What follows belongs to an exercise in optimizing a design on an open flow for small area, a short achievable clock period and few clock cycles; a production flow would make more cautious choices.
At most, simulation tests tie the RTL to the original design; equivalence was not proved.
Power is estimated from default activity; no workload was simulated.

Design life_top, start of the top module:
module life_top (
    input  logic                   clk,
    input  logic                   reset_n,
    input  logic                   preset_load,
    input  logic [2:0]             preset_sel,
    input  logic                   toggle,
    input  logic [6-1:0] cell_x,
    input  logic [5-1:0] cell_y,
    input  logic                   step,
    input  logic                   rd_en,
    input  logic [5-1:0] rd_row,
    output logic                   busy,
    output logic                   rd_valid,
    output logic [40-1:0]  rd_data
);
Settings: LEC_CHECK=0, CAP_MARGIN=20, CORE_MARGIN=2, CORE_UTILIZATION=55, CTS_CLUSTER_DIAMETER=100, CTS_CLUSTER_SIZE=20, SETUP_SLACK_MARGIN=4.35, SLEW_MARGIN=20; clock period 7.0 ns.
run.sh (not shown) runs the stock make flow with config.mk's settings and CLKGATE_MAP_FILE= SYNTH_SCRIPT=/design/flow/synth_recipe.tcl, a recipe that flattens the netlist after the stock synthesis.
The starting point ran to the end with no violations.
Testbench counts at the start, summed over its fixed seeds: cycles 4,317.
Then changed:
--- a/flow/config.mk
+++ b/flow/config.mk
@@ -10 +10 @@
-export CORE_UTILIZATION = 55
+export CORE_UTILIZATION = 50
@@ -13 +13 @@
-export SETUP_SLACK_MARGIN = 4.35
+export SETUP_SLACK_MARGIN = 4.1
Total power drops by 2.0%. Register-to-register slack is worse by 210 ps. Wire length climbs by 0.75%. Count of clock-buffer cells in the layout climbs by 4. Clock power drops by about 2%. Utilization drops by 8.4 points. Final area drops by 4.8%. Sequential share of layout area climbs by 1.5 points. Final cell count drops by 1.0%. Maximum frequency drops by 7.3%. Synthesized cell count does not change.
Then changed:
--- a/flow/config.mk
+++ b/flow/config.mk
@@ -10 +10 @@
-export CORE_UTILIZATION = 50
+export CORE_UTILIZATION = 55
@@ -13 +13 @@
-export SETUP_SLACK_MARGIN = 4.1
+export SETUP_SLACK_MARGIN = 4.15
Outcome: The changed run ran to the end with no violations. Routed wire length grows by 0.81%. Global-route usage increases by 4.2 points. Sequential cell count is unchanged. Hold slack is better by 9.8 ps. Clock skew is about the same. Count of clock-buffer cells in the layout falls by 3. Power stays flat. Synthesized area does not change.
Then changed:
--- a/flow/config.mk
+++ b/flow/config.mk
@@ -13 +13 @@
-export SETUP_SLACK_MARGIN = 4.15
+export SETUP_SLACK_MARGIN = 4.0
=> The new run finished with timing, DRC and antenna clean. Power is lower by about 0.3%. Core utilization went down by 0.89 points. Design area shrinks by about 1.5%. Hold slack stays flat. Global-route usage is about the same. Wire length goes down by 0.33%. Via count fell by 0.63%. Combinational power is lower by about 3%. Die area does not change.

========
Another version of the RTL of life_top (not shown whole).
For scale: about 6500 cells after synthesis, ~1400 flip-flops, ~67 I/O pins, ~66000 µm² of cells after synthesis.
clock: 7.0 ns
lec_check: 0
cap_margin: 20
core_margin: 2
core_utilization: 40
cts_cluster_diameter: 100
cts_cluster_size: 20
setup_slack_margin: 4.25
slew_margin: 20
Rerun with:
- SETUP_SLACK_MARGIN: 4.25 -> 4.4
Effect: Clock skew shrinks by 0.0061 ns; design area grows by 5.4%; global-route usage grows by 0.15 points; maximum frequency grows by 4.5%; worst setup slack improves by 0.12 ns; synthesized cell count is unchanged; routed wire length grows by 1.7%; die area does not change; via count grows by 2.9%.
No run of this note included a check of the RTL's function; only the layout flow was run.

========
Another version of the RTL of life_top (not shown whole).
Size in the first run: roughly 1400 flip-flops, about 67 I/O pins, about 0.065 mm^2 of cells after synthesis.
Design life_top, start of the top module:
module life_top (
    input  logic                   clk,
    input  logic                   reset_n,
    input  logic                   preset_load,
    input  logic [2:0]             preset_sel,
    input  logic                   toggle,
    input  logic [6-1:0] cell_x,
    input  logic [5-1:0] cell_y,
    input  logic                   step,
    input  logic                   rd_en,
    input  logic [5-1:0] rd_row,
    output logic                   busy,
    output logic                   rd_valid,
    output logic [40-1:0]  rd_data
);
==> flow/config.mk <==
export PLATFORM = sky130hd
export DESIGN_NAME = life_top
export DESIGN_NICKNAME = life_top
export VERILOG_FILES = /design/flow/design.v
export SDC_FILE = /design/flow/constraint.sdc
export NUM_CORES = 4
export LEC_CHECK = 0
export CAP_MARGIN = 20
export CORE_MARGIN = 2
export CORE_UTILIZATION = 40
export CTS_BUF_LIST = sky130_fd_sc_hd__clkbuf_8 sky130_fd_sc_hd__clkbuf_16
export CTS_CLUSTER_DIAMETER = 80
export CTS_CLUSTER_SIZE = 24
export SETUP_SLACK_MARGIN = 4.1
export SLEW_MARGIN = 20
==> flow/constraint.sdc <==
create_clock -name core_clock -period 7.0 [get_ports {clk}]
set_input_delay 1.4000 -clock core_clock [delete_from_list [all_inputs] [get_ports {clk}]]
set_output_delay 1.4000 -clock core_clock [all_outputs]
set_load 0.01 [all_outputs]
The baseline produced a clean layout.
Testbench counts at the start, summed over its fixed seeds: cycles 4,592.
Edit:
==> flow/config.mk (replaced) <==
export PLATFORM = sky130hd
export DESIGN_NAME = life_top
export DESIGN_NICKNAME = life_top
export VERILOG_FILES = /design/flow/design.v
export SDC_FILE = /design/flow/constraint.sdc
export NUM_CORES = 4
export LEC_CHECK = 0
export CAP_MARGIN = 20
export CORE_MARGIN = 2
export CORE_UTILIZATION = 55
export CTS_CLUSTER_DIAMETER = 100
export CTS_CLUSTER_SIZE = 20
export SETUP_SLACK_MARGIN = 4.35
export SLEW_MARGIN = 20
Effect: The new run completed with no timing, DRC or antenna violations. Critical path depth increases by 1. Wire length grows by about 0.9%. Maximum frequency came out higher by 14%. Sequential power fell by about 0.9%. Setup slack gains 0.37 ns.
Edit:
--- a/flow/config.mk
+++ b/flow/config.mk
@@ -9,6 +9,4 @@
 export CORE_MARGIN = 2
-export CORE_UTILIZATION = 55
-export CTS_CLUSTER_DIAMETER = 100
-export CTS_CLUSTER_SIZE = 20
-export SETUP_SLACK_MARGIN = 4.35
+export CORE_UTILIZATION = 40
+export SETUP_SLACK_MARGIN = 4.1
 export SLEW_MARGIN = 20
The new run finished with timing, DRC and antenna clean. Maximum frequency shrinks by 7.9%. Power is higher by 23%. Design area is lower by 0.86%. Clock power is higher by 63%. Via count decreases by 1.5%. Non-clock buffer count decreases by 274. Final cell count increases by 6.4%.
Edit:
--- a/flow/config.mk
+++ b/flow/config.mk
@@ -10,3 +10,5 @@
 export CORE_UTILIZATION = 40
-export SETUP_SLACK_MARGIN = 4.1
+export CTS_CLUSTER_DIAMETER = 100
+export CTS_CLUSTER_SIZE = 20
+export SETUP_SLACK_MARGIN = 4.25
 export SLEW_MARGIN = 20
- The new run ran to the end with no violations
- final area shrinks by about 0.9%
- die area stays the same
- via count stays flat
- total power shrinks by about 18%
- cell count is about the same
- area after synthesis stays the same
- register-to-register slack is better by 0.16 ns
- setup slack is better by 0.16 ns
- wire length grows by 0.38%
- combinational power grows by about 10%
- clock power shrinks by 38%
Edit:
--- a/flow/config.mk
+++ b/flow/config.mk
@@ -9,3 +9,3 @@
 export CORE_MARGIN = 2
-export CORE_UTILIZATION = 40
+export CORE_UTILIZATION = 65
 export CTS_CLUSTER_DIAMETER = 100
What happened: The new run ran to the end with no violations; routed wire length decreases by 7.0%; combinational power fell by about 2%; die area went down by 38%; clock power came out lower by 5.6%; synthesized area stays the same; cell area decreases by 2.2%; register-to-register slack degrades by 0.09 ns; worst setup slack degrades by 0.092 ns; power came out lower by 2.1%; global-route usage rose by 15 points; fmax goes down by 3.2%.
Edit:
--- a/flow/config.mk
+++ b/flow/config.mk
@@ -9,6 +9,6 @@
 export CORE_MARGIN = 2
-export CORE_UTILIZATION = 65
+export CORE_UTILIZATION = 40
 export CTS_CLUSTER_DIAMETER = 100
-export CTS_CLUSTER_SIZE = 20
-export SETUP_SLACK_MARGIN = 4.25
+export CTS_CLUSTER_SIZE = 30
+export SETUP_SLACK_MARGIN = 4.1
 export SLEW_MARGIN = 20
Outcome:
- The changed run went through all stages and came out clean
- design area falls by 1.2%
- setup slack is worse by 0.053 ns
- maximum frequency decreases by about 1.8%
- total power goes down by 2.9%

========
Setup of the baseline:
life_top, a different RTL version from the one above (not shown whole).
For scale: roughly 1400 flip-flops.
Settings: LEC_CHECK=0, CAP_MARGIN=20, CORE_MARGIN=2, CORE_UTILIZATION=40, SETUP_SLACK_MARGIN=4.3, SLEW_MARGIN=20; clock period 7.0 ns.
Setup changes, the baseline to the candidate
- swapping 4.3 for 4.0 in SETUP_SLACK_MARGIN
Notes after the runs:
- The candidate reached the end of the flow, and the finished layout is clean on the timing, DRC and antenna checks.
- The candidate vs. the baseline: number of global-route vias before repair went down, sequential-cell power consumption higher, global routing met2 resource utilization now sits lower.
- Wire length of the first global-routing pass delta for the candidate relative to the baseline: 3.8% lower
- Taking the baseline as the reference, in the candidate final cell count down 2.3%; overall track demand over capacity in global routing now sits lower; worst-case clock skew went down 0.021 ns; combinational group share of total power -1.4 points; worst-case vdd ir drop rose about 4%.
- From the baseline to the candidate, number of flops mapped to enable cells by yosys did not move at all.
No run of this note included a check of the RTL's function; only the layout flow was run.

========
RTL: one of the versions met above, not the one the previous note started from.
Size: roughly 6400 cells after synthesis, roughly 67 I/O pins.
Settings: LEC_CHECK=0, CAP_MARGIN=20, CORE_MARGIN=2, CORE_UTILIZATION=40, CTS_CLUSTER_DIAMETER=80, CTS_CLUSTER_SIZE=20, SETUP_SLACK_MARGIN=4.1, SLEW_MARGIN=20; clock period 7.0 ns.
Testbench counts at the start, summed over its fixed seeds: cycles 4,592.
Next try:
- CORE_UTILIZATION: 40 -> 55
- CTS_CLUSTER_DIAMETER: 80 -> 100
- SETUP_SLACK_MARGIN: 4.1 -> 4.25
Result:
- synthesized cell count does not change
- routed wire length came out lower by 1.2%
- global-route usage climbs by 10 points
- sequential cell count stays the same
Next try:
- CORE_UTILIZATION: 55 -> 40
- CTS_BUF_LIST: not set -> sky130_fd_sc_hd__clkbuf_4 sky130_fd_sc_hd__clkbuf_8
- CTS_CLUSTER_DIAMETER: 100 -> not set
- CTS_CLUSTER_SIZE: 20 -> not set
- SETUP_SLACK_MARGIN: 4.25 -> 4.1
Effect: Power is higher by about 25%. Design area rose by about 3%. Routed wire length increases by about 2.3%. Non-clock buffer count fell by 105. Via count is higher by 1.8%. Clock skew goes up by 20 ps. Fmax drops by 4.6%.

## port drivers added, routing unchanged
Ports are ideal in the flow. The routed layouts listed here were re-timed in OpenROAD. Step 1: set_driving_cell puts a clkbuf_16 on clk and a buf_2 on each other input, an assumption about the parent block. Step 2 adds t to the input delays and takes it off the output delays; t is the mean of the earliest and latest rising clock arrival at the registers after step 1. Input paths then give back, and output paths get back, about the clock's delay inside the block. Slacks: ideal / step 1 / step 2; pairs: ideal / step 1.
run	t (ns)	slack for setup (ns)	worst hold slack (ns)	worst data-port slew with drivers (ns)
the first run of note 1	0.786	4.307 / 4.265 / 3.777	0.335 / 0.335 / 0.335	0.15
the second run of note 1	0.797	4.095 / 4.074 / 3.560	0.322 / 0.322 / 0.322	0.14
the third run of note 1	0.782	4.174 / 4.090 / 3.541	0.332 / 0.332 / 0.332	0.05
the fourth run of note 1	0.782	4.022 / 3.945 / 3.477	0.334 / 0.334 / 0.334	0.05
the first run of note 2	0.799	4.227 / 4.188 / 3.628	0.336 / 0.336 / 0.336	0.04
the second run of note 2	0.790	4.347 / 4.270 / 3.782	0.331 / 0.331 / 0.331	0.19
the first run of note 3	0.811	3.917 / 3.917 / 3.659	0.336 / 0.336 / 0.336	0.06
the second run of note 3	0.770	4.289 / 4.264 / 3.783	0.324 / 0.324 / 0.324	0.04
the third run of note 3	0.862	4.056 / 4.056 / 3.652	0.317 / 0.317 / 0.317	0.06
the fourth run of note 3	0.803	4.215 / 4.212 / 3.686	0.332 / 0.332 / 0.332	0.04
the fifth run of note 3	0.763	4.123 / 4.123 / 3.704	0.327 / 0.327 / 0.327	0.04
the sixth run of note 3	0.808	4.070 / 4.070 / 3.667	0.334 / 0.334 / 0.334	0.06
the baseline	0.890	3.619 / 3.619 / 3.482	0.303 / 0.303 / 0.303	0.04
the candidate	0.881	3.538 / 3.538 / 3.259	0.308 / 0.308 / 0.308	0.04
the first run of note 5	0.799	4.081 / 4.069 / 3.651	0.335 / 0.335 / 0.335	0.06
the second run of note 5	0.788	4.214 / 4.195 / 3.705	0.340 / 0.340 / 0.340	0.04
the third run of note 5	1.063	4.079 / 3.997 / 3.648	0.306 / 0.306 / 0.306	0.06
After both steps setup and hold are still met in every run listed. For the third run of note 1, which loses most, drivers alone change the setup slack by -0.084 ns; drivers and shift together by -0.633 ns.
